Context: an optimization exercise on an open-source flow, tuned for small area, a short achievable clock period and few clock cycles. The choices shown serve that exercise and are no tape-out recipe. No run shown here included a check of the RTL's function; only the layout flow was run.

==> flow/design.v <==
package sbda_pkg;
	localparam int VALUE_WIDTH_DEF = 32;
	localparam int BITS_PER_STAGE = 4;
	localparam int ND = 10;
	localparam int BW = 4 * (ND - 1) + 2;
	function automatic logic [BW-1:0] dabble1(input logic [BW-1:0] b, input logic bit_in);
		logic [BW-1:0] r;
		logic          c;
		c = bit_in;
		for (int d = 0; d < ND - 1; d++) begin
			logic d3, d2, d1, d0;
			{d3, d2, d1, d0} = b[d*4 +: 4];
			r[d*4]     = c;
			r[d*4 + 1] = (!d3 && !d2 && d0) || (d2 && d1 && !d0) || (d3 && !d0);
			r[d*4 + 2] = (d3 && !d0) || (!d2 && d1) || (d1 && d0);
			r[d*4 + 3] = (d3 && d0) || (d2 && !d1 && !d0);
			c = d3 || (d2 && (d1 || d0));
		end
		r[BW-2] = c;
		r[BW-1] = b[BW-2];
		dabble1 = r;
	endfunction
endpackage
module sbda_conv #(
	parameter int VALUE_WIDTH = sbda_pkg::VALUE_WIDTH_DEF
) (
	input  logic                          clk,
	input  logic                          arst_n,
	input  logic                          up_valid,
	output logic                          up_ready,
	input  logic [VALUE_WIDTH-1:0]        value,
	output logic                          dn_valid,
	input  logic                          dn_ready,
	output logic                          dn_neg,
	output logic [sbda_pkg::BW-1:0]       dn_bcd
);
	localparam int W  = VALUE_WIDTH;
	localparam int NN = W / 4;
	localparam int CW = $clog2(NN);
	localparam int BW = sbda_pkg::BW;
	logic          neg;
	logic [NN-1:0] nib_z, nib_f, low_z, nz;
	logic [CW-1:0] k0m1;
	logic          k0_z;
	logic [NN-1:0] above, top_oh, sel;
	logic [3:0]    f_nib;
	logic          f_bo;
	logic          f_busy;    
	logic          f_wait;    
	logic [CW-1:0] f_cnt;
	assign neg = value[W-1];
	always_comb begin
		for (int j = 0; j < NN; j++) begin
			nib_z[j] = (value[j*4 +: 4] == 4'h0);
			nib_f[j] = (value[j*4 +: 4] == 4'hF);
		end
		low_z[0] = 1'b1;
		for (int j = 1; j < NN; j++) low_z[j] = low_z[j-1] & nib_z[j-1];
		for (int j = 0; j < NN; j++)
			nz[j] = neg ? (!nib_f[j] || (!nib_z[j] && (j == 0 || nib_z[j == 0 ? 0 : j-1]))) : !nib_z[j];
		above[NN-1] = 1'b0;
		for (int j = NN - 2; j >= 0; j--) above[j] = above[j+1] | nz[j+1];
		for (int j = 0; j < NN; j++) begin
			top_oh[j] = (nz[j] || j == 0) && !above[j];
			sel[j]    = f_busy ? (f_cnt == CW'(j)) : top_oh[j];
		end
		k0_z  = !above[0];
		k0m1  = '0;
		f_nib = '0;
		f_bo  = 1'b0;
		for (int j = 0; j < NN; j++) begin
			if (top_oh[j]) k0m1 = k0m1 | CW'(j - 1);
			if (sel[j]) begin
				f_nib = f_nib | value[j*4 +: 4];
				f_bo  = f_bo | !low_z[j];
			end
		end
	end
	logic          c_v, c_first, c_last, c_neg, c_bo;
	logic [3:0]    c_nib;
	logic [BW-1:0] bcd;
	logic          d_done, d_neg;
	logic          d_accept, handoff, c_free, c_free_sure;
	logic          fetch_first, fetch_next;
	assign handoff     = d_done && dn_ready;
	assign d_accept    = c_v && (!d_done || dn_ready);
	assign c_free      = !c_v || d_accept;
	assign c_free_sure = !(c_v && c_first && d_done);
	assign fetch_first = up_valid && !f_busy && !f_wait && c_free;
	assign fetch_next  = f_busy && ((f_cnt == '0) ? c_free_sure : c_free);
	assign up_ready = f_wait || (f_busy && (f_cnt == '0) && c_free_sure);
	always_ff @(posedge clk or negedge arst_n) begin
		if (!arst_n) begin
			f_busy <= 1'b0;
			f_wait <= 1'b0;
			c_v    <= 1'b0;
			d_done <= 1'b0;
		end else begin
			if (f_wait) f_wait <= 1'b0;
			if (fetch_first) begin
				if (k0_z) f_wait <= 1'b1;
				else f_busy <= 1'b1;
			end else if (fetch_next && f_cnt == '0) begin
				f_busy <= 1'b0;
			end
			if (fetch_first || fetch_next) c_v <= 1'b1;
			else if (d_accept) c_v <= 1'b0;
			if (d_accept) d_done <= c_last;
			else if (handoff) d_done <= 1'b0;
		end
	end
	always_ff @(posedge clk) begin
		if (fetch_first) f_cnt <= k0m1;
		else if (fetch_next) f_cnt <= f_cnt - 1'b1;
		if (fetch_first || fetch_next) begin
			c_nib   <= f_nib;
			c_bo    <= f_bo;
			c_neg   <= neg;
			c_first <= fetch_first;
			c_last  <= f_busy ? (f_cnt == '0) : k0_z;
		end
	end
	logic [3:0]    mbits;
	logic [BW-1:0] b_nx, b_dd, b_fv;
	always_comb begin
		logic orb;
		orb = c_bo;
		for (int t = 0; t < 4; t++) begin
			mbits[t] = c_nib[t] ^ (c_neg & orb);
			orb = orb | c_nib[t];
		end
		b_dd = bcd;
		for (int t = 3; t >= 0; t--) b_dd = sbda_pkg::dabble1(b_dd, mbits[t]);
		b_fv = '0;
		b_fv[7:0] = (mbits >= 4'd10) ? {4'd1, mbits - 4'd10} : {4'd0, mbits};
		b_nx = c_first ? b_fv : b_dd;
	end
	always_ff @(posedge clk) begin
		if (d_accept) begin
			bcd <= b_nx;
			if (c_first) d_neg <= c_neg;
		end
	end
	assign dn_valid = d_done;
	assign dn_neg   = d_neg;
	assign dn_bcd   = bcd;
endmodule
module sbda_ser (
	input  logic                    clk,
	input  logic                    arst_n,
	input  logic                    up_valid,
	output logic                    up_ready,
	input  logic                    up_neg,
	input  logic [sbda_pkg::BW-1:0] up_bcd,
	output logic                    char_valid,
	input  logic                    char_ready,
	output logic [7:0]              character,
	output logic                    last
);
	localparam int ND = sbda_pkg::ND;
	localparam int BW = sbda_pkg::BW;
	logic          s_busy, s_neg, s_atl, s_at2;
	logic [3:0]    s_idx;
	logic [BW-1:0] s_bcd;
	logic          t_v;
	logic [3:0]    t_lo;
	logic          o_v, o_last;
	logic [3:0]    o_lo;
	logic          emit, emit_s, fin, early, load;
	logic [3:0]    lead, dig;
	logic [4*ND-1:0] bcd_ext;
	assign emit     = (s_busy || t_v) && (!o_v || char_ready);
	assign emit_s   = emit && !t_v;
	assign fin      = emit_s && s_atl;
	assign early    = emit_s && s_at2;
	assign up_ready = !s_busy || fin || early;
	assign load     = up_valid && up_ready;
	always_comb begin
		lead = 4'd0;
		for (int d = 0; d < ND - 1; d++) if (up_bcd[d*4 +: 4] != 4'd0) lead = 4'(d);
		if (up_bcd[BW-1:BW-2] != 2'd0) lead = 4'(ND - 1);
		bcd_ext = {2'b00, s_bcd};
		dig = bcd_ext[s_idx*4 +: 4];
	end
	always_ff @(posedge clk or negedge arst_n) begin
		if (!arst_n) begin
			s_busy <= 1'b0;
			t_v    <= 1'b0;
			o_v    <= 1'b0;
		end else begin
			if (load) s_busy <= 1'b1;
			else if (fin) s_busy <= 1'b0;
			if (load && early) t_v <= 1'b1;
			else if (emit) t_v <= 1'b0;
			if (emit) o_v <= 1'b1;
			else if (char_ready) o_v <= 1'b0;
		end
	end
	always_ff @(posedge clk) begin
		if (emit) begin
			o_lo   <= t_v ? t_lo : (s_neg ? 4'hD : dig);
			o_last <= t_v || s_atl;
		end
		if (load && early) t_lo <= s_bcd[3:0];
		if (load) begin
			s_neg <= up_neg;
			s_idx <= lead;
			s_bcd <= up_bcd;
			s_atl <= !up_neg && (lead == 4'd0);
			s_at2 <= up_neg ? (lead == 4'd0) : (lead == 4'd1);
		end else if (emit_s) begin
			if (s_neg) begin
				s_neg <= 1'b0;
				s_atl <= (s_idx == 4'd0);
				s_at2 <= (s_idx == 4'd1);
			end else begin
				s_idx <= s_idx - 1'b1;
				s_atl <= (s_idx == 4'd1);
				s_at2 <= (s_idx == 4'd2);
			end
		end
	end
	assign char_valid = o_v;
	assign character  = {3'b001, o_lo != 4'hD, o_lo};
	assign last       = o_last;
endmodule
module signed_binary_to_decimal_ascii_top #(
	parameter int VALUE_WIDTH = sbda_pkg::VALUE_WIDTH_DEF
) (
	input  logic                          clk,
	input  logic                          arst_n,
	input  logic                          value_valid,
	output logic                          value_ready,
	input  logic signed [VALUE_WIDTH-1:0] value,
	output logic                          char_valid,
	input  logic                          char_ready,
	output logic [7:0]                    character,
	output logic                          last
);
	logic                    cv_valid;
	logic                    cv_ready;
	logic                    cv_neg;
	logic [sbda_pkg::BW-1:0] cv_bcd;
	sbda_conv #(
		.VALUE_WIDTH(VALUE_WIDTH)
	) u_conv (
		.clk      (clk),
		.arst_n   (arst_n),
		.up_valid (value_valid),
		.up_ready (value_ready),
		.value    (value),
		.dn_valid (cv_valid),
		.dn_ready (cv_ready),
		.dn_neg   (cv_neg),
		.dn_bcd   (cv_bcd)
	);
	sbda_ser u_ser (
		.clk        (clk),
		.arst_n     (arst_n),
		.up_valid   (cv_valid),
		.up_ready   (cv_ready),
		.up_neg     (cv_neg),
		.up_bcd     (cv_bcd),
		.char_valid (char_valid),
		.char_ready (char_ready),
		.character  (character),
		.last       (last)
	);
endmodule
==> flow/flow/run.sh <==
#!/bin/bash
# Standard layout, with the port buffers made from buf_4 cells instead of the default pick.
bash standard.sh BUFFER_PORTS_ARGS="-buffer_cell sky130_fd_sc_hd__buf_4" finish > standard.log 2>&1
==> flow/standard.sh <==
#!/bin/bash
# synth_recipe.tcl (not shown) runs the flow's synth.tcl, then flattens the netlist and writes it again
# the make line also repeats each setting of config.mk as NAME=value (left out here)
make -C /OpenROAD-flow-scripts/flow DESIGN_CONFIG=/design/flow/config.mk WORK_HOME=/design/flow/orfs CLKGATE_MAP_FILE= SYNTH_SCRIPT=/design/flow/synth_recipe.tcl "${@:-finish}"
==> flow/config.mk <==
export PLATFORM = sky130hd
export DESIGN_NAME = signed_binary_to_decimal_ascii_top
export DESIGN_NICKNAME = signed_binary_to_decimal_ascii_top
export VERILOG_FILES = /design/flow/design.v
export SDC_FILE = /design/flow/constraint.sdc
export NUM_CORES = 4
export LEC_CHECK = 0
export ABC_AREA = 1
export CAP_MARGIN = 20
export CORE_MARGIN = 2
export CORE_UTILIZATION = 40
export CTS_BUF_LIST = sky130_fd_sc_hd__clkbuf_8
export CTS_CLUSTER_DIAMETER = 100
export CTS_CLUSTER_SIZE = 40
export SETUP_SLACK_MARGIN = 1.65
export SLEW_MARGIN = 20
==> flow/constraint.sdc <==
create_clock -name core_clock -period 4.0 [get_ports {clk}]
set_input_delay 0.8000 -clock core_clock [delete_from_list [all_inputs] [get_ports {clk}]]
set_output_delay 0.8000 -clock core_clock [all_outputs]
set_load 0.01 [all_outputs]
==> results of run 1 <==
[synthesized netlist by cell type (all sizes together)]
master,number
a32o,1
edfxtp,104
nand3b,3
o21a,2
mux2i,1
clkbuf,9
xnor2,1
nand4,19
dfrtp,7
a211oi,1
buf,5
a21boi,3
o211ai,3
nor3,5
a21oi,46
inv,169
a31oi,2
a22oi,3
nor2,141
o31ai,1
o22ai,18
conb,2
o21ai,72
ha,9
or2,6
clkinv,2
nand2,324
o2111ai,1
a22o,1
nand3,129
xor2,4
[registers in the layout, summed over array words and instances, names as in the netlist, 3 cells and up]
name / cells
u_ser.t_lo: 4
u_conv.f_cnt: 3
u_ser.s_idx: 4
u_ser.s_bcd: 38
u_ser.o_lo: 4
u_conv.bcd: 38
u_conv.c_nib: 4
[layer usage]
| metal | GRT usage, % | share of wire, % | wire, um | up-vias |
|---|---|---|---|---|
| met1 | 27.2 | 52 | 9310 | 3133 |
| li1 | - | - | - | 3692 |
| met4 | 3.77 | 1.1 | 198 | 0 |
| met3 | 2.95 | 3.8 | 685 | 16 |
| met2 | 27.3 | 43 | 7740 | 111 |
| met5 | 0 | 0 | 0 | - |
[final cells by class]
class                   count  area [sq um]
clock buffers               9           124
clock inverters             7          53.8
fillers                  1937         10500
inverters                 171           662
multi-input cells         799          3910
flip-flops and latches    111          3300
well taps                 265           332
repair buffers             55           413
[worst max path at each step]
stage | to | slack (ns) | from
6_report | value_ready | 1.57 | u_conv.f_cnt[1]
5_1_grt | value_ready | 1.44 | u_conv.f_cnt[0]
4_1_cts | value_ready | 1.53 | u_conv.f_cnt[0]
3_5_place_dp | u_conv.c_nib[3] | 1.23 | char_ready
3_3_place_gp | u_conv.c_nib[3] | 1.32 | char_ready
2_1_floorplan | u_ser.s_idx[0] | 1.62 | char_ready
[what timing repair did]
action | CTS | global route
endpoints found under the setup margin | 9 | 19
pin swaps | 0 | 1
gates resized for setup | 4 | 13
buffers inserted | 4 | 5
[per-stage QoR]
stage               std cells  area [sq um]  hold slack [ns]  utilization [%]
floorplan                1095          7900            0.426                -
global placement         1392          8500            0.438             44.0
detailed placement       1392          8500            0.445             44.0
CTS                      1412          8710            0.187             45.1
global route             1417          8800            0.180             45.5
finish                   1417          8800            0.210             45.5
[cell families (layout without fill, tap and decap cells)]
family	after synthesis	in the layout	synth area share, %
fa+ha+maj	9	9	1.44
compound gates	154	154	11.8
buf+inv	185	242	9.14
xor+xnor	5	5	0.558
simple gates	627	627	34.8
flops	111	111	42.0
mux	1	1	0.128
other cells	2	3	0.0957
[critical path, stage by stage (launching register included)]
cell and delay [ns]:
edfxtp_1 0.42, inv_2 0.09, ha_1 0.14, inv_1 0.05, nor2_1 0.10, inv_2 0.07
nor3_2 0.10, inv_1 0.07, nand2_1 0.07, buf_4 0.12
==> flow_summary.ini, run 1 <==
[clock_tree]
tritoncts = built
cts_sinks = 111
cts-buffers-inserted = 9
cts_buffer_depth = 2
path_clk_slew_ns = 0.11
htreeDepth = 3
clock_latency_ns = 0.39
clock_tree.root_cell = clkbuf_8
hold_buffers = 0

[timing]
period_share_pct = 60.7
hold_violations = 0
tightest_slew_ns = 0.730
rsz0062_at_grt = yes
max-slew-margin-rel_pct = 50.8
worst_slack_ns = 1.57
finalSetupViolations = 0
slew_viol_final = 0
clock_skew_ns = 0.0146
finalSetupTns_ns = 0
fmax_ghz = 0.412
period_needed_ns = 2.43

[routing]
via_count = 6952
post_drt_wl_per_cell_um = 12.7
dr.pass1.iters = 5
postRouteAntennaNets = 0
vias_per_cell = 4.91
drc = 0
wl_mm = 17.9
drtIter0Drc = 514

[cells_and_area]
n_antenna_cell = 0
final_cell_mix = nand2_1 (302), inv_1 (145), nor2_1 (130), nand3_1 (118), edfxtp_1 (104)
syn2layout_area_growth_pct = 12.1
drive_above_1_share_pct = 14.9
layout.nets = 1192
mostFrequentLayoutCell = nand2_1

[worst_setup_path]
reg2reg_to = u_conv.bcd[33]
required_ns = 3.20
cp_max_fo = 3
start_kind = register
worst_ep_arrival_time_ns = 1.63
cp-end-kind = primary output
rr_startpoint = u_conv.bcd[32]
crit_type = reg -> out
r2r_slack_ns = 1.86
worst-r2r-cell-count = 13

[global_routing]
grt_max_degree = 40
grt_pass1_wl_mm = 29.9
antenna_found_initial = 0
grt_usage_pct = 18.1
grt_pass1_vias = 6210
grt_overflow = 0

[synth]
ys_top_cells_by_area = edfxtp_1 (40%), nand2_1 (15%), nand3_1 (7.7%), inv_1 (7.3%), nor2_1 (6.4%)
synth_cell_types = 45
syn_area_per_cell_sq_um = 7.17
syn_area_sq_um = 7850
synth.largest_area_cell = edfxtp_1
synth.yosys.seq_area_share_pct = 42.0
synth.ff_latch_count = 111
ys_warn_count = 2
yosysTopAreaCellShare_pct = 39.8
netlist_instances = 1094

[floorplan]
boundaryPins = 47
dieArea_sq_um = 20800
start_util_pct = 40.6
rows = 51
placeableCoreArea_sq_um = 19300
die_y_um = 144
die_w_um = 144

[placement]
hpwl_mm = 13.9
io_buffers = 43
gp_congestion = 0.861
dp_worst_setup_slack_ns = 1.23

[status]
status = finished clean

[hold_path]
hold_class = in -> async

[run]
maxCapViolations = 0
==> run 2, diff against run 1 <==
--- a/flow/design.v
+++ b/flow/design.v
@@ -40,5 +40,5 @@
 	localparam int BW = sbda_pkg::BW;
 	logic          neg;
-	logic [NN-1:0] nib_z, nib_f, low_z, nz;
+	logic [NN-1:0] nib_z, nib_f, low_z, nz_p, nz_n, above_p, above_n;
 	logic [CW-1:0] k0m1;
 	logic          k0_z;
@@ -57,12 +57,19 @@
 		low_z[0] = 1'b1;
 		for (int j = 1; j < NN; j++) low_z[j] = low_z[j-1] & nib_z[j-1];
-		for (int j = 0; j < NN; j++)
-			nz[j] = neg ? (!nib_f[j] || (!nib_z[j] && (j == 0 || nib_z[j == 0 ? 0 : j-1]))) : !nib_z[j];
-		above[NN-1] = 1'b0;
-		for (int j = NN - 2; j >= 0; j--) above[j] = above[j+1] | nz[j+1];
-		for (int j = 0; j < NN; j++) begin
-			top_oh[j] = (nz[j] || j == 0) && !above[j];
+		for (int j = 0; j < NN; j++) begin
+			nz_p[j] = !nib_z[j];
+			nz_n[j] = !nib_f[j] || (!nib_z[j] && (j == 0 || nib_z[j == 0 ? 0 : j-1]));
+		end
+		above_p[NN-1] = 1'b0;
+		above_n[NN-1] = 1'b0;
+		for (int j = NN - 2; j >= 0; j--) begin
+			above_p[j] = above_p[j+1] | nz_p[j+1];
+			above_n[j] = above_n[j+1] | nz_n[j+1];
+		end
+		for (int j = 0; j < NN; j++) begin
+			top_oh[j] = neg ? ((nz_n[j] || j == 0) && !above_n[j]) : ((nz_p[j] || j == 0) && !above_p[j]);
 			sel[j]    = f_busy ? (f_cnt == CW'(j)) : top_oh[j];
 		end
+		above = neg ? above_n : above_p;
 		k0_z  = !above[0];
 		k0m1  = '0;
@@ -89,12 +96,26 @@
 	assign fetch_first = up_valid && !f_busy && !f_wait && c_free;
 	assign fetch_next  = f_busy && ((f_cnt == '0) ? c_free_sure : c_free);
-	assign up_ready = f_wait || (f_busy && (f_cnt == '0) && c_free_sure);
+	logic          rdy_q, rdy_nx;
+	logic          f_wait_nx, f_busy_nx, c_v_nx, c_first_nx, d_done_nx;
+	logic [CW-1:0] f_cnt_nx;
+	always_comb begin
+		f_wait_nx  = fetch_first && k0_z;
+		f_busy_nx  = fetch_first ? !k0_z : (f_busy && !(fetch_next && f_cnt == '0));
+		f_cnt_nx   = fetch_first ? k0m1 : (fetch_next ? f_cnt - 1'b1 : f_cnt);
+		c_v_nx     = (fetch_first || fetch_next) || (c_v && !d_accept);
+		c_first_nx = (fetch_first || fetch_next) ? fetch_first : c_first;
+		d_done_nx  = d_accept ? c_last : (d_done && !handoff);
+		rdy_nx     = f_wait_nx || (f_busy_nx && (f_cnt_nx == '0) && !(c_v_nx && c_first_nx && d_done_nx));
+	end
+	assign up_ready = rdy_q;
 	always_ff @(posedge clk or negedge arst_n) begin
 		if (!arst_n) begin
 			f_busy <= 1'b0;
 			f_wait <= 1'b0;
+			rdy_q  <= 1'b0;
 			c_v    <= 1'b0;
 			d_done <= 1'b0;
 		end else begin
+			rdy_q <= rdy_nx;
 			if (f_wait) f_wait <= 1'b0;
 			if (fetch_first) begin
@@ -165,5 +186,5 @@
 	logic          t_v;
 	logic [3:0]    t_lo;
-	logic          o_v, o_last;
+	logic          o_v, o_b4, o_last;
 	logic [3:0]    o_lo;
 	logic          emit, emit_s, fin, early, load;
@@ -199,4 +220,5 @@
 	always_ff @(posedge clk) begin
 		if (emit) begin
+			o_b4   <= t_v || !s_neg;
 			o_lo   <= t_v ? t_lo : (s_neg ? 4'hD : dig);
 			o_last <= t_v || s_atl;
@@ -222,5 +244,5 @@
 	end
 	assign char_valid = o_v;
-	assign character  = {3'b001, o_lo != 4'hD, o_lo};
+	assign character  = {3'b001, o_b4, o_lo};
 	assign last       = o_last;
 endmodule
==> run 2 against run 1 <==
Compared with the run above:
- wire length grew 4.6%
- clock skew shrank 0.0024 ns
- non-clock buffer count grew 5
- still clean on timing, DRC and antenna
- sequential cell count grew 2
- first-iteration DRC count shrank 0.19%
==> flow_summary.ini, run 2 <==
[run]
maxCapViolations = 0

[worst_setup_path]
cp_cell_sequence = inv_2 > nand2_2 > o21ai_2 > inv_2 > or2_1 > nand2_2 > nand2_2 > nor2_2 > nand2_1 > nand2_1 > inv_1 > nand3_1 > nand3_1 > nand2_1 > inv_1
crit_slowest_cell = edfxtp_1
cp_top_family = simple AND/OR/NAND/NOR gates
required_ns = 4.20
worst_ep_arrival_time_ns = 2.38
cp_max_fo = 4
rr_startpoint = u_conv.bcd[13]
crit_type = reg -> reg
critPathMaxStageDelay_ns = 0.46
cp-end-kind = register
crit_start = u_conv.bcd[13]
start_kind = register
cp.buffers_inverters = 4

[floorplan]
boundaryPins = 47
dieArea_sq_um = 21500
die_w_um = 147
die_y_um = 147
placeableCoreArea_sq_um = 20100
start_util_pct = 40.5
rows = 52

[global_routing]
grt_pass1_vias = 6708
grt_overflow = 0
antenna_found_initial = 0
grt_pass1_wl_mm = 31.2
grt_usage_pct = 17.8
grt_max_degree = 39

[synth]
syn_area_sq_um = 8140
ys_top_cells_by_area = edfxtp_1 (37%), nand2_1 (13%), inv_1 (6.2%), nand3_1 (5.9%), nor2_1 (5.6%)
synth.ff_latch_count = 113
synth.yosys.seq_area_share_pct = 40.7
ys_warn_count = 2
yosysTopAreaCellShare_pct = 37.3
synth_edf_count = 101
synth_cell_types = 53
ys_async_sr_fraction_pct = 7.08
synth-main-ff-cell = edfxtp_1
synthTopCellsByCount = nand2_1 (276), inv_1 (134), nor2_1 (122), edfxtp_1 (101), nand3_1 (96)
synth.largest_area_cell = edfxtp_1
netlist_instances = 1096
syn_area_per_cell_sq_um = 7.42
yosysMostFrequentCell = nand2_1

[routing]
drtIter0Drc = 513
dr.pass1.iters = 5
drc = 0
postRouteAntennaNets = 0
vias_per_cell = 5.00
post_drt_wl_per_cell_um = 13.0
wl_mm = 18.8
via_count = 7233

[timing]
finalSetupViolations = 0
rsz0062_at_grt = yes
slew_viol_final = 0
tightest_slew_ns = 0.752
finalSetupTns_ns = 0
period_needed_ns = 2.18
fmax_ghz = 0.458
max-slew-margin-rel_pct = 49.8
period_share_pct = 54.5
clock_skew_ns = 0.0122
hold_violations = 0

[clock_tree]
clock_latency_ns = 0.44
htreeDepth = 4
clock_tree.root_cell = clkbuf_8
tritoncts = built
cts_sinks = 113
cts-buffers-inserted = 17
path_clk_slew_ns = 0.07
cts_buffer_depth = 2

[cells_and_area]
nFillCells = 1985
syn2layout_area_growth_pct = 15.6
n_antenna_cell = 0
reg_top3 = u_conv.bcd: 38 flops, u_ser.s_bcd: 38 flops
mostFrequentLayoutCell = nand2_1
final_cell_mix = nand2_1 (273), inv_1 (128), nor2_1 (120), edfxtp_1 (101), nand3_1 (95)
drive_above_1_share_pct = 21.8
fin_util_pct = 46.8
layout.nets = 1209

[status]
status = finished clean

[placement]
io_buffers = 43
hpwl_mm = 14.2
gp_congestion = 0.832

[hold_path]
hold_class = in -> async
run 2: final timing paths:
| kind | to | slack [ns] | cells after the start |
|---|---|---|---|
| min | u_conv.f_busy | 0.16 | 1 |
| min reg2reg | u_ser.t_lo[3] | 0.45 | 0 |
| max | u_conv.bcd[21] | 1.82 | 15 |
| min in group core_clock | u_ser.t_lo[3] | 0.45 | 0 |
| max in group asynchronous | u_conv.f_busy | 3.70 | 1 |
| max reg2reg | u_conv.bcd[21] | 1.82 | 15 |
run 2: area by class of cell:
type	count	area (sq um)	area share [%]
clock inverter	15	186	1.98
sequential	113	3310	35.2
timing repair buffer	60	450	4.79
timing repair inverter	2	10.0	0.106
multi-input combinational	798	4200	44.6
tap	270	338	3.59
inverter	172	673	7.16
clock buffer	17	234	2.49
run 2: what timing repair did:
item,4_1_cts,5_1_grt
cloned,0,2
setup endpoints to repair,1,27
pin swaps,0,4
gates resized for setup,0,21
setup buffers,1,13
hold endpoints to repair,0,0
hold buffers,0,0
run 2: logic make-up after synthesis:
family,share of synthesized area (%)
adders and majority gates,1.38
and+or+nand+nor,34.0
other,0.0923
buffers and inverters,8.78
AOI/OAI and AO/OA,14.3
DFF,40.7
muxes,0.138
xor gates and xnor gates,0.554
run 2: worst reg2reg max path: cells and delay by family, from the launching register on:
kind / cells / cell delay [ns]
flip-flops: 1 / 0.46
AND/OR/NAND/NOR: 10 / 0.98
AO/OA/AOI/OAI: 1 / 0.23
buffers and inverters: 4 / 0.28
run 2: stage by stage:
step	hold WS (ns)	area [sq um]	setup slack [ns]	std cells
2_1_floorplan	0.427	8180	1.61	1097
3_3_place_gp	0.442	8800	1.27	1399
3_5_place_dp	0.435	8800	1.24	1399
4_1_cts	0.145	9230	1.70	1432
5_1_grt	0.154	9400	1.60	1447
6_report	0.164	9400	1.82	1447
run 2: per-layer routing:
layer | up-vias | part of all wire, % | track usage (%)
met3 | 25 | 3.8 | 3.22
met1 | 3259 | 47 | 23.3
met4 | 0 | 1.7 | 5.19
met5 | - | 0 | 0
met2 | 162 | 48 | 30.1
li1 | 3787 | - | -
==> run 3, diff against run 2 <==
--- a/flow/design.v
+++ b/flow/design.v
@@ -40,5 +40,5 @@
 	localparam int BW = sbda_pkg::BW;
 	logic          neg;
-	logic [NN-1:0] nib_z, nib_f, low_z, nz_p, nz_n, above_p, above_n;
+	logic [NN-1:0] nib_z, nib_f, low_z, nz;
 	logic [CW-1:0] k0m1;
 	logic          k0_z;
@@ -57,19 +57,12 @@
 		low_z[0] = 1'b1;
 		for (int j = 1; j < NN; j++) low_z[j] = low_z[j-1] & nib_z[j-1];
+		for (int j = 0; j < NN; j++)
+			nz[j] = neg ? (!nib_f[j] || (!nib_z[j] && (j == 0 || nib_z[j == 0 ? 0 : j-1]))) : !nib_z[j];
+		above[NN-1] = 1'b0;
+		for (int j = NN - 2; j >= 0; j--) above[j] = above[j+1] | nz[j+1];
 		for (int j = 0; j < NN; j++) begin
-			nz_p[j] = !nib_z[j];
-			nz_n[j] = !nib_f[j] || (!nib_z[j] && (j == 0 || nib_z[j == 0 ? 0 : j-1]));
-		end
-		above_p[NN-1] = 1'b0;
-		above_n[NN-1] = 1'b0;
-		for (int j = NN - 2; j >= 0; j--) begin
-			above_p[j] = above_p[j+1] | nz_p[j+1];
-			above_n[j] = above_n[j+1] | nz_n[j+1];
-		end
-		for (int j = 0; j < NN; j++) begin
-			top_oh[j] = neg ? ((nz_n[j] || j == 0) && !above_n[j]) : ((nz_p[j] || j == 0) && !above_p[j]);
+			top_oh[j] = (nz[j] || j == 0) && !above[j];
 			sel[j]    = f_busy ? (f_cnt == CW'(j)) : top_oh[j];
 		end
-		above = neg ? above_n : above_p;
 		k0_z  = !above[0];
 		k0m1  = '0;
@@ -181,12 +174,12 @@
 	localparam int ND = sbda_pkg::ND;
 	localparam int BW = sbda_pkg::BW;
-	logic          s_busy, s_neg, s_atl, s_at2;
+	logic          s_busy, s_neg, s_atl, s_at2, s_at3;
 	logic [3:0]    s_idx;
 	logic [BW-1:0] s_bcd;
-	logic          t_v;
-	logic [3:0]    t_lo;
+	logic          t_v, t_v2;
+	logic [3:0]    t_hi, t_lo;
 	logic          o_v, o_b4, o_last;
 	logic [3:0]    o_lo;
-	logic          emit, emit_s, fin, early, load;
+	logic          emit, emit_s, fin, early, early3, load;
 	logic [3:0]    lead, dig;
 	logic [4*ND-1:0] bcd_ext;
@@ -195,5 +188,6 @@
 	assign fin      = emit_s && s_atl;
 	assign early    = emit_s && s_at2;
-	assign up_ready = !s_busy || fin || early;
+	assign early3   = emit_s && s_at3;
+	assign up_ready = !s_busy || fin || early || early3;
 	assign load     = up_valid && up_ready;
 	always_comb begin
@@ -208,10 +202,13 @@
 			s_busy <= 1'b0;
 			t_v    <= 1'b0;
+			t_v2   <= 1'b0;
 			o_v    <= 1'b0;
 		end else begin
 			if (load) s_busy <= 1'b1;
 			else if (fin) s_busy <= 1'b0;
-			if (load && early) t_v <= 1'b1;
-			else if (emit) t_v <= 1'b0;
+			if (load && (early || early3)) t_v <= 1'b1;
+			else if (emit && !t_v2) t_v <= 1'b0;
+			if (load && early3) t_v2 <= 1'b1;
+			else if (emit) t_v2 <= 1'b0;
 			if (emit) o_v <= 1'b1;
 			else if (char_ready) o_v <= 1'b0;
@@ -221,8 +218,9 @@
 		if (emit) begin
 			o_b4   <= t_v || !s_neg;
-			o_lo   <= t_v ? t_lo : (s_neg ? 4'hD : dig);
-			o_last <= t_v || s_atl;
-		end
-		if (load && early) t_lo <= s_bcd[3:0];
+			o_lo   <= t_v2 ? t_hi : (t_v ? t_lo : (s_neg ? 4'hD : dig));
+			o_last <= t_v ? !t_v2 : s_atl;
+		end
+		if (load && (early || early3)) t_lo <= s_bcd[3:0];
+		if (load && early3) t_hi <= s_bcd[7:4];
 		if (load) begin
 			s_neg <= up_neg;
@@ -231,4 +229,5 @@
 			s_atl <= !up_neg && (lead == 4'd0);
 			s_at2 <= up_neg ? (lead == 4'd0) : (lead == 4'd1);
+			s_at3 <= up_neg ? (lead == 4'd1) : (lead == 4'd2);
 		end else if (emit_s) begin
 			if (s_neg) begin
@@ -236,8 +235,10 @@
 				s_atl <= (s_idx == 4'd0);
 				s_at2 <= (s_idx == 4'd1);
+				s_at3 <= (s_idx == 4'd2);
 			end else begin
 				s_idx <= s_idx - 1'b1;
 				s_atl <= (s_idx == 4'd1);
 				s_at2 <= (s_idx == 4'd2);
+				s_at3 <= (s_idx == 4'd3);
 			end
 		end
==> run 3 against run 2 <==
Compared with the run above:
- still clean
- non-clock buffer count down 1
- design area up 2.0%
- final cell count up 4.4%
- fmax down 3.9%
- worst hold slack better by 0.0084 ns
- critical path type unchanged
- highest routed layer unchanged
==> flow_summary.ini, run 3 <==
[cells_and_area]
final_cell_mix = nand2_1 (332), inv_1 (136), nor2_1 (132), nand3_1 (122), edfxtp_1 (106)
nFillCells = 2123
reg_top3 = u_conv.bcd: 38 flops, u_ser.s_bcd: 38 flops
layout.nets = 1268
mostFrequentLayoutCell = nand2_1
n_antenna_cell = 0
drive_above_1_share_pct = 16.3
syn2layout_area_growth_pct = 14.1

[synth]
netlist_instances = 1161
ys_warn_count = 2
synth.ff_latch_count = 119
synth_cell_types = 51
yosysTopAreaCellShare_pct = 37.9
yosysMostFrequentCell = nand2_1
synth.yosys.seq_area_share_pct = 41.5
synthTopCellsByCount = nand2_1 (334), inv_1 (136), nor2_1 (136), nand3_1 (122), edfxtp_1 (106)
synth-main-ff-cell = edfxtp_1
synth_edf_count = 106
synth.largest_area_cell = edfxtp_1
ys_async_sr_fraction_pct = 7.56
ys_top_cells_by_area = edfxtp_1 (38%), nand2_1 (15%), nand3_1 (7.3%), inv_1 (6.1%), nor2_1 (6.1%)
syn_area_per_cell_sq_um = 7.24
syn_area_sq_um = 8400

[floorplan]
boundaryPins = 47
placeableCoreArea_sq_um = 20800
dieArea_sq_um = 22200
rows = 53
die_y_um = 149
die_w_um = 149
start_util_pct = 40.4

[worst_setup_path]
r2r_slack_ns = 1.73
crit_type = reg -> reg
crit_slowest_cell = dfrtp_1
required_ns = 4.21
worst_ep_arrival_time_ns = 2.49
cp-end-kind = register
cp-endpoint = u_conv.d_neg
cp_cell_sequence = inv_2 > a31oi_4 > inv_2 > a31oi_4 > nand2_1 > nand2_2 > clkinvlp_4 > buf_6 > nand2_1 > inv_1
critPathMaxStageDelay_ns = 0.46
worst-r2r-cell-count = 10
reg2reg_to = u_conv.d_neg
cp_max_fo = 26
start_kind = register
rr_startpoint = u_ser.t_v
crit_start = u_ser.t_v

[routing]
wl_mm = 19.4
postRouteAntennaNets = 0
dr.pass1.iters = 5
via_count = 7437
drc = 0
vias_per_cell = 4.93
drtIter0Drc = 542
post_drt_wl_per_cell_um = 12.9

[placement]
io_buffers = 43
gp_congestion = 0.851
hpwl_mm = 14.8

[global_routing]
grt_pass1_vias = 6720
grt_overflow = 0
antenna_found_initial = 0
globalRouteMet1Util_pct = 25.8
met2_usage_pct = 27.8
grt_max_degree = 29
grt_usage_pct = 18.0
grt_busiest_layer = met2
grt_use_met3_pct = 3.09
grt_pass1_wl_mm = 32.0

[clock_tree]
clock_latency_ns = 0.44
cts-buffers-inserted = 17
clock_tree.root_cell = clkbuf_8
cts_sinks = 119
cts_buffer_depth = 2
tritoncts = built
path_clk_slew_ns = 0.07
htreeDepth = 4

[timing]
period_needed_ns = 2.27
max-slew-margin-rel_pct = 53.4
finalSetupViolations = 0
period_share_pct = 56.8
finalSetupTns_ns = 0
clock_skew_ns = 0.0101
hold_violations = 0
tightest_slew_ns = 0.692
rsz0062_at_grt = yes
slew_viol_final = 0
fmax_ghz = 0.440

[hold_path]
hold_class = in -> async

[status]
status = finished clean

[run]
maxCapViolations = 0
-- run 3: cell count changes in the layout (fill, tap and decap cells not counted), moves of 5 or more --
cell,change
edfxtp_1,+5
nand3_1,+27
nand2_2,-7
inv_2,-8
nand2_1,+59
o21ai_2,-19
nor2_4,-8
o211ai_1,-5
o22ai_1,-5
inv_1,+8
a21oi_1,+5
nor2_1,+12
o21ai_0,+6
nand4_1,-6
-- run 3: critical path, delay by kind of cell, from the launching register on --
kind            cells  cell delay, ns
buf+inv             5            0.76
compound gates      2            0.50
flops               1            0.46
simple gates        3            0.31
-- run 3: cell type report --
class                      instances  area (sq um)  share of cell area [%]
clock buffer                      17           234                    2.44
inverter                         169           641                    6.68
multi-input combinational        856          4230                    44.1
sequential                       119          3490                    36.4
clock inverter                    15           210                    2.19
tap                              275           344                    3.59
timing repair buffer              59           447                    4.66
-- run 3: cell families after synthesis --
group	Yosys count	synth area share, %
other cells	2	0.0894
buf+inv	188	8.84
mux	1	0.134
fa+ha+maj	10	1.49
flops	119	41.5
xor+xnor	5	0.521
compound gates	162	12.1
simple gates	674	35.3
-- run 3: worst min path at each step --
| stage | start | end | slack, ns |
|---|---|---|---|
| final | arst_n | u_conv.f_wait | 0.17 |
| after global routing | arst_n | u_conv.f_wait | 0.15 |
| after CTS | arst_n | u_conv.f_wait | 0.15 |
| after detailed placement | u_conv.bcd[37] | u_ser.s_bcd[37] | 0.45 |
| after global placement | u_ser.s_bcd[1] | u_ser.t_lo[1] | 0.44 |
| after floorplan | u_ser.s_bcd[4] | u_ser.t_hi[0] | 0.42 |
-- run 3: layer usage --
metal | vias to the layer above | part of all wire [%]
li1 | 3954 | -
met1 | 3333 | 50
met2 | 137 | 45
met3 | 13 | 4.0
met4 | 0 | 1.5
met5 | - | 0
-- run 3: what timing repair did --
| item | CTS | global route |
|---|---|---|
| setup buffers | 1 | 11 |
| endpoints found under the setup margin | 66 | 64 |
| gates resized for setup | 1 | 7 |
| gates cloned | 0 | 1 |
| pin swaps | 2 | 1 |
| hold buffers | 0 | 0 |
-- run 3: stage by stage --
step                area (sq um)  std cells  hold slack, ns  util, %  setup slack, ns
global route                9590       1510           0.146     46.1             1.60
CTS                         9480       1498           0.148     45.5             1.66
floorplan                   8440       1162           0.421        -             1.38
finish                      9590       1510           0.172     46.1             1.73
detailed placement          9030       1465           0.448     43.3             1.21
global placement            9030       1465           0.437     43.3             1.22

what the ideal ports hide:
Ports are ideal in the flow. The routed layouts listed here were re-timed in OpenROAD.
Step 1 (the two cells are an assumption about what drives the block):
set clk [get_ports {clk}]
set_driving_cell -lib_cell sky130_fd_sc_hd__clkbuf_16 $clk
set_driving_cell -lib_cell sky130_fd_sc_hd__buf_2 [delete_from_list [all_inputs] $clk]
Step 2 adds t to the input delays and takes it off the output delays; t is the mean of the earliest and latest rising clock arrival at the registers after step 1. Input paths then give back, and output paths get back, about the clock's delay inside the block.
Slacks: no drivers / after step 1 / after step 2; pairs: no drivers / after step 1.
run	t (ns)	setup WS [ns]	clock arrival spread, ns	slew at the worst register clock pin (ns)	worst data-port slew with drivers (ns)
run 1	0.416	1.573 / 1.536 / 1.459	0.014 / 0.015	0.11 / 0.11	0.04
run 2	0.473	1.818 / 1.818 / 1.404	0.014 / 0.013	0.08 / 0.08	0.04
run 3	0.474	1.729 / 1.729 / 1.350	0.011 / 0.011	0.07 / 0.07	0.06
After both steps setup and hold are still met in every run listed. The setup slack of run 2, which loses most, moves by 0.000 ns with the drivers and by -0.414 ns with both steps.
